Source: an optimization exercise on an open RTL-to-GDS flow (aim: small area, a short achievable clock period and few clock cycles per item). Production flows keep margins and buffers that such runs may drop.
Function was checked by simulation only, so behaviour that the tests miss may differ from the original.
Power and IR drop assume default switching activity.

File: flow/design.v
package tconv_pkg;
  localparam int OMAP_W       = 14;
  localparam int OMAP_SEL_MSB = 13;
  localparam int OMAP_SEL_LSB = 10;
  localparam int OMAP_ADDR_W  = 9;
  localparam int OMAP_SEL_W   = OMAP_SEL_MSB - OMAP_SEL_LSB + 1;
  localparam int TGT_W = OMAP_SEL_W + OMAP_ADDR_W;
  localparam int ACC_PIPE_DEPTH = 6;
  typedef enum logic [1:0] {
    ST_IDLE  = 2'd0,
    ST_ISSUE = 2'd1,
    ST_DRAIN = 2'd2
  } sched_state_e;
  typedef struct packed {
    logic             valid;
    logic [TGT_W-1:0] tgt;
  } hist_entry_t;
endpackage
import tconv_pkg::*;
module hazard_window
#(
  parameter int DEPTH = ACC_PIPE_DEPTH
) (
  input  logic             clk,
  input  logic             rst_n,
  input  logic             push_valid,
  input  logic [TGT_W-1:0] push_tgt,
  input  logic [TGT_W-1:0] probe_tgt,
  output logic             hit
);
  localparam int SLOTS = DEPTH - 1;
  logic [SLOTS-1:0]            hist_v_q, hist_v_d;
  logic [SLOTS-1:0][TGT_W-1:0] hist_t_q, hist_t_d;
  always_comb begin
    hist_v_d[0] = push_valid;
    hist_t_d[0] = push_valid ? push_tgt : '0;
    for (int i = 1; i < SLOTS; i++) begin
      hist_v_d[i] = hist_v_q[i-1];
      hist_t_d[i] = hist_t_q[i-1];
    end
  end
  always_ff @(posedge clk or negedge rst_n) begin
    if (!rst_n) begin
      hist_v_q <= '0;
      hist_t_q <= '0;
    end else begin
      hist_v_q <= hist_v_d;
      hist_t_q <= hist_t_d;
    end
  end
  always_comb begin
    hit = 1'b0;
    for (int i = 0; i < SLOTS; i++) begin
      if (hist_v_q[i] && (hist_t_q[i] == probe_tgt)) begin
        hit = 1'b1;
      end
    end
  end
endmodule
import tconv_pkg::*;
module accum_drain_scheduler
#(
  parameter int DW        = 16,
  parameter int NUM_COLS  = 16,
  parameter int HAZ_DEPTH = ACC_PIPE_DEPTH
) (
  input  logic                       clk,
  input  logic                       rst_n,
  input  logic                       vec_valid,
  output logic                       vec_ready,
  input  logic [NUM_COLS*DW-1:0]     vec_flat,
  input  logic [NUM_COLS-1:0]        cmap,
  input  logic [NUM_COLS*OMAP_W-1:0] omap_flat,
  output logic [DW-1:0]              partial_out,
  output logic [3:0]                 col_id,
  output logic                       partial_valid,
  output logic [NUM_COLS-1:0]        cmap_out,
  output logic [NUM_COLS*OMAP_W-1:0] omap_out,
  output logic                       busy,
  output logic                       done,
  output logic [15:0]                stall_cnt
);
  localparam int CNT_W = $clog2(HAZ_DEPTH + 1);
  logic [1:0]                state_q, state_d;   
  logic [NUM_COLS-1:0]       pending_q, pending_d;
  logic [CNT_W-1:0]          drain_q, drain_d;
  logic [NUM_COLS*DW-1:0]    vec_q, vec_d;
  logic [NUM_COLS-1:0]       cmap_q, cmap_d;
  logic [NUM_COLS*OMAP_W-1:0] omap_q, omap_d;
  logic [DW-1:0]             out_q, out_d;
  logic [3:0]                col_q, col_d;
  logic                      pv_q, pv_d;
  logic                      done_q, done_d;
  logic [15:0]               stall_q, stall_d;
  logic [3:0]       col_sel;
  logic [TGT_W-1:0] probe_tgt;
  logic             hit;
  logic             issue_fire;
  logic             stall_bump;
  always_comb begin
    col_sel = '0;
    for (int i = NUM_COLS - 1; i >= 0; i--) begin
      if (pending_q[i]) col_sel = 4'(i);
    end
  end
  assign probe_tgt  = {omap_q[int'(col_sel)*OMAP_W + OMAP_SEL_LSB +: OMAP_SEL_W],
                       omap_q[int'(col_sel)*OMAP_W +: OMAP_ADDR_W]};
  assign issue_fire = (state_q == ST_ISSUE) && !hit;
  assign stall_bump = (state_q == ST_ISSUE) && hit;
  hazard_window #(
    .DEPTH (HAZ_DEPTH)
  ) u_hazard_window (
    .clk        (clk),
    .rst_n      (rst_n),
    .push_valid (issue_fire),
    .push_tgt   (probe_tgt),
    .probe_tgt  (probe_tgt),
    .hit        (hit)
  );
  always_ff @(posedge clk or negedge rst_n) begin
    if (!rst_n) begin
      state_q   <= ST_IDLE;
      pending_q <= '0;
      drain_q   <= '0;
      vec_q     <= '0;
      cmap_q    <= '0;
      omap_q    <= '0;
      out_q     <= '0;
      col_q     <= '0;
      pv_q      <= 1'b0;
      done_q    <= 1'b0;
      stall_q   <= '0;
    end else begin
      state_q   <= state_d;
      pending_q <= pending_d;
      drain_q   <= drain_d;
      vec_q     <= vec_d;
      cmap_q    <= cmap_d;
      omap_q    <= omap_d;
      out_q     <= out_d;
      col_q     <= col_d;
      pv_q      <= pv_d;
      done_q    <= done_d;
      stall_q   <= stall_d;
    end
  end
  always_comb begin
    state_d   = state_q;
    pending_d = pending_q;
    drain_d   = drain_q;
    vec_d     = vec_q;
    cmap_d    = cmap_q;
    omap_d    = omap_q;
    case (state_q)
      ST_IDLE: begin
        if (vec_valid) begin
          vec_d     = vec_flat;
          cmap_d    = cmap;
          omap_d    = omap_flat;
          pending_d = cmap;
          if (cmap != '0) begin
            state_d = ST_ISSUE;
          end else begin
            state_d = ST_DRAIN;
            drain_d = '0;
          end
        end
      end
      ST_ISSUE: begin
        if (!hit) begin
          pending_d[col_sel] = 1'b0;
          if (pending_d == '0) begin
            state_d = ST_DRAIN;
            drain_d = CNT_W'(HAZ_DEPTH);
          end
        end
      end
      ST_DRAIN: begin
        if (drain_q == '0) begin
          state_d = ST_IDLE;
        end else begin
          drain_d = drain_q - 1'b1;
        end
      end
      default: state_d = ST_IDLE;
    endcase
  end
  always_comb begin
    out_d   = '0;
    col_d   = '0;
    pv_d    = 1'b0;
    done_d  = 1'b0;
    stall_d = stall_q;
    if (issue_fire) begin
      pv_d  = 1'b1;
      col_d = col_sel;
      out_d = vec_q[int'(col_sel)*DW +: DW];
    end
    if (stall_bump && (stall_q != 16'hFFFF)) begin
      stall_d = stall_q + 16'd1;
    end
    if ((state_q == ST_DRAIN) && (drain_q == '0)) begin
      done_d = 1'b1;
    end
  end
  assign vec_ready     = (state_q == ST_IDLE);
  assign busy          = (state_q != ST_IDLE);
  assign partial_out   = out_q;
  assign col_id        = col_q;
  assign partial_valid = pv_q;
  assign done          = done_q;
  assign stall_cnt     = stall_q;
  assign cmap_out      = cmap_q;
  assign omap_out      = omap_q;
endmodule
File: flow/config.mk
export PLATFORM = sky130hd
export DESIGN_NAME = accum_drain_scheduler
export DESIGN_NICKNAME = accum_drain_scheduler
export VERILOG_FILES = /design/flow/design.v
export SDC_FILE = /design/flow/constraint.sdc
export NUM_CORES = 4
export LEC_CHECK = 0
export CAP_MARGIN = 20
export CORE_MARGIN = 2
export CORE_UTILIZATION = 40
export SLEW_MARGIN = 20
File: flow/run.sh
#!/bin/bash
# synth_recipe.tcl (not shown) runs the flow's synth.tcl, then flattens the netlist and writes it again
# the make line also repeats each setting of config.mk as NAME=value (left out here)
make -C /OpenROAD-flow-scripts/flow DESIGN_CONFIG=/design/flow/config.mk WORK_HOME=/design/flow/orfs CLKGATE_MAP_FILE= SYNTH_SCRIPT=/design/flow/synth_recipe.tcl finish
File: flow/constraint.sdc
create_clock -name core_clock -period 6.0 [get_ports {clk}]
set_input_delay 1.2000 -clock core_clock [delete_from_list [all_inputs] [get_ports {clk}]]
set_output_delay 1.2000 -clock core_clock [all_outputs]
set_load 0.01 [all_outputs]
==> flow_summary.toml <==
[clock_network]
cts_sinks = 624
path_clk_slew_ns = 0.06
postCtsHoldBufs = 0
cts_tree = "done"
insertion_delay_ns = 0.63
numCtsBuffers = 73
cts_buffer_depth = 3
ctsRootBufferMaster = "clkbuf_16"
h-tree-depth = 3

[placement]
io_buffers = 778
dp.cells = 5154
placed_area_um2 = 38630
dp_hpwl_mm = 99.37
gp_congestion = 0.9609

[layout]
final_area_um2 = 41180
nNetsFinal = 4770
fin_cells = 5294
fillerInstances = 6865
final_core_util_pct = 55.50
drive_gt1_share_pct = 5.541
area_growth_pct = 37.76

[timing]
rsz0062_at_grt = "false"
hold_viol = 0
period_share_pct = 93.87
setup_tns_ns = 0
finalClockSkew_ns = 0.02874
fmax_mhz = 177.6
maxSlewHeadroom_pct = 24.10
drv_slew = 0
period_minus_slack_ns = 5.632
setup_violations = 0
worstMarginPinSlew_ns = 1.138

[global_route]
grt_pass1_wl_mm = 193.4
track_usage_pct = 33.75
grt_pass1_vias = 27872
grt_max_degree = 190
grt_overflow = 0
antenna_found_initial = 17

[critical_path]
cp_data_arrival_time_ns = 6.12
path_delay_family = "compound AO/OA/AOI/OAI gates"
path_buf_inv = 1
path_class = "register to register"
crit_slowest_cell = "or4_1"
cp_cell_sequence = "or4_1 -> o21ai_2 -> and2_2 -> buf_4 -> nand2_1 -> a211oi_1 -> nor2_1 -> o21ai_0 -> nor3_1 -> nand4_1 -> or4_1 -> o2111ai_2 -> o21ai_2 -> o211ai_1 -> a221o_1"
cp_max_fo = 29
critPathRequiredTime_ns = 6.49
endpoint_kind = "register"
slowest_delay_ns = 0.75
worstSetupStartpointType = "register"

[synth]
synth-edff-count = 0
synth_flop_cell = "dfrtp_1"
synth-warning-count = 2
syn_area_um2 = 29890
seq_area_frac_synth_pct = 52.24
synth_fp_nets = 4077
syn_area_per_cell_um2 = 8.381
ys_types = 95
ys_ff_latch = 624
syn_inst = 3567
async_flop_share_pct = 100.0

[floorplanning]
io-pin-count = 779
dieArea_um2 = 76940
die_h_um = 277.4
initial_core_util_pct = 40.29
fp-row-count = 100
die_w_um = 277.4
core_area_um2 = 74200

[power]
p_per_area_nw_per_um2 = 689.6
power.leakage_nw = 19.60
ir_drop_mv = 0.5244

[route]
drt_iter0_drc = 2560
firstDrtPassIters = 6
routedWlPerCell_um = 25.00
dr_total_vias = 28717
detail-route-antenna-nets = 0
drt_wl_total_mm = 132.3
routed_via_density = 5.424
drc_errors = 0

[job]
maxCapViolCount = 0

[worst_hold_path]
min_path_type = "register to register"

[run_status]
status = "no timing/DRC/antenna violations"
[power breakdown]
| part | leakage [nW] | internal [mW] | total (mW) | switching [mW] |
|---|---|---|---|---|
| registers | 7.88 | 6.00 | 7.65 | 1.65 |
| clock network | 1.24 | 2.81 | 4.69 | 1.89 |
| logic | 10.5 | 5.91 | 16.1 | 10.1 |
| total | 19.6 | 14.7 | 28.4 | 13.7 |
[cells by family (layout without fill, tap and decap cells)]
logic type / after synthesis / in the layout / synth area share (%)
buf+inv: 260 / 1006 / 3.662
other cells: 0 / 12 / 0
flops: 624 / 624 / 52.24
xor+xnor: 64 / 64 / 1.875
simple gates: 2179 / 2179 / 30.01
compound gates: 341 / 341 / 8.635
fa+ha+maj: 11 / 11 / 0.4604
mux: 88 / 88 / 3.127
[cell type report]
class | instances | area, um2 | share of cell area, %
Sequential cell | 624 | 15620 | 37.92
Multi-Input combinational cell | 2683 | 13230 | 32.14
Timing Repair Buffer | 839 | 8426 | 20.46
Clock buffer | 100 | 2141 | 5.199
Tap cell | 969 | 1212 | 2.944
Clock inverter | 28 | 369.1 | 0.8963
Inverter | 39 | 153.9 | 0.3737
Antenna cell | 12 | 30.03 | 0.07292
[stage by stage]
stage / total power, mW / hold WS [ns] / worst slack [ns]
CTS: 28.30 / 0.3872 / 0.4201
detailed placement: 23.51 / 0.3661 / 0.4407
global route: 30.02 / 0.3944 / 0.01582
finish: 28.40 / 0.3811 / 0.3680
global placement: 23.52 / 0.3602 / 0.4788
floorplan: 16.37 / 0.3519 / 1.094
[final timing paths]
check                                        startpoint                            to  slack (ns)  cells past startpoint
max                                       pending_q[11]                  pending_q[6]        0.37                     15
min                        u_hazard_window.hist_t_q[34]  u_hazard_window.hist_t_q[47]        0.38                      0
max reg2reg                               pending_q[11]                  pending_q[6]        0.37                     15
min reg2reg                u_hazard_window.hist_t_q[34]  u_hazard_window.hist_t_q[47]        0.38                      0
max in group asynchronous                         rst_n                    omap_q[97]        4.08                      2
min in group asynchronous                         rst_n                    cmap_q[11]        0.60                      1
[Yosys cell counts (7+ instances only)]
| master | instances | area [um2] |
|---|---|---|
| inv_1 | 36 | 135.1 |
| buf_4 | 7 | 52.55 |
| ha_1 | 11 | 137.6 |
| buf_6 | 9 | 101.4 |
| mux2i_1 | 78 | 780.8 |
| o22ai_1 | 17 | 106.4 |
| nand3_1 | 108 | 540.5 |
| nor3_1 | 54 | 270.3 |
| nand2_1 | 1783 | 6693 |
| buf_1 | 21 | 78.83 |
| a21oi_1 | 44 | 220.2 |
| a221oi_1 | 17 | 148.9 |
| xnor2_1 | 31 | 271.5 |
| a211oi_1 | 22 | 165.2 |
| or4_1 | 8 | 60.06 |
| nor2_1 | 77 | 289.0 |
| xor2_1 | 33 | 289.0 |
| or3_1 | 11 | 68.82 |
| nor4_1 | 13 | 81.33 |
| dfrtp_1 | 624 | 15610 |
| and2_1 | 8 | 50.05 |
| a22o_1 | 8 | 70.07 |
| a2111oi_0 | 10 | 87.58 |
| o221ai_1 | 10 | 87.58 |
| o2111ai_1 | 8 | 70.07 |
| o21ai_0 | 55 | 275.3 |
| buf_2 | 19 | 95.09 |
| clkbuf_1 | 165 | 619.3 |
| nand4_1 | 14 | 87.58 |
| and3_1 | 41 | 256.5 |
| a311oi_1 | 56 | 490.5 |
| o211ai_1 | 14 | 105.1 |
[state kept, by name (all words and copies together), names as in the netlist]
| name | count |
|---|---|
| col_q | 4 |
| omap_q | 224 |
| u_hazard_window.hist_t_q | 65 |
| drain_q | 3 |
| cmap_q | 16 |
| done_q | 1 |
| u_hazard_window.hist_v_q | 5 |
| vec_q | 256 |
| out_q | 16 |
| stall_q | 16 |
| pending_q | 16 |
| state_q | 2 |
[routing by layer]
layer  track usage, %  vias up  routed length [um]
li1                 -    13175                   -
met1            46.68    14273               57130
met2            54.17     1093               62460
met3            7.193      168                9573
met4            8.055        8                3122
met5                0        -                  57
[cells in the final DEF, fill, tap and decap left out, types with 17 or more instances in the layout]
| cell | count |
|---|---|
| nor3_1 | 54 |
| clkdlybuf4s50_1 | 777 |
| xor2_1 | 33 |
| o22ai_1 | 17 |
| xnor2_1 | 31 |
| a221oi_1 | 17 |
| mux2i_1 | 78 |
| dfrtp_1 | 624 |
| nand3_1 | 108 |
| o21ai_0 | 55 |
| nor2_1 | 76 |
| buf_4 | 47 |
| clkbuf_16 | 75 |
| clkbuf_8 | 17 |
| inv_1 | 36 |
| and3_1 | 41 |
| a21oi_1 | 44 |
| a211oi_1 | 22 |
| nand2_1 | 1781 |
| a311oi_1 | 55 |
[what timing repair did]
| action | in CTS | in global routing |
|---|---|---|
| setup endpoints to repair | 0 | 1 |
| gates resized for setup | 0 | 1 |
| buffers inserted | 0 | 0 |
Testbench counts, summed over its fixed seeds: cycles 104,098, items 3,200.

-- port drivers added, routing unchanged --
Ports are ideal in the flow. The routed layout listed here was re-timed in OpenROAD.
Step 1 sets driving cells, clkbuf_16 on the clock port and buf_2 on the other inputs (assumed; they add their load-dependent delay and slew).
Step 2, shift: input delay + t, output delay - t, t = (earliest + latest rising clock arrival at the registers) / 2. This alone moves slack from input paths to output paths.
a / b / c = ideal / step 1 / step 2; a / b = the first two.
t, ns: 0.687
setup slack, ns: 0.368 / 0.368 / 0.368
hold WS [ns]: 0.381 / 0.381 / 0.381
clock arrival spread, ns: 0.030 / 0.030
worst slew at a driven data input, ns: 0.13
After both steps setup and hold are still met in this run. The setup slack of this run moves by 0.000 ns with the drivers and by 0.000 ns with both steps.
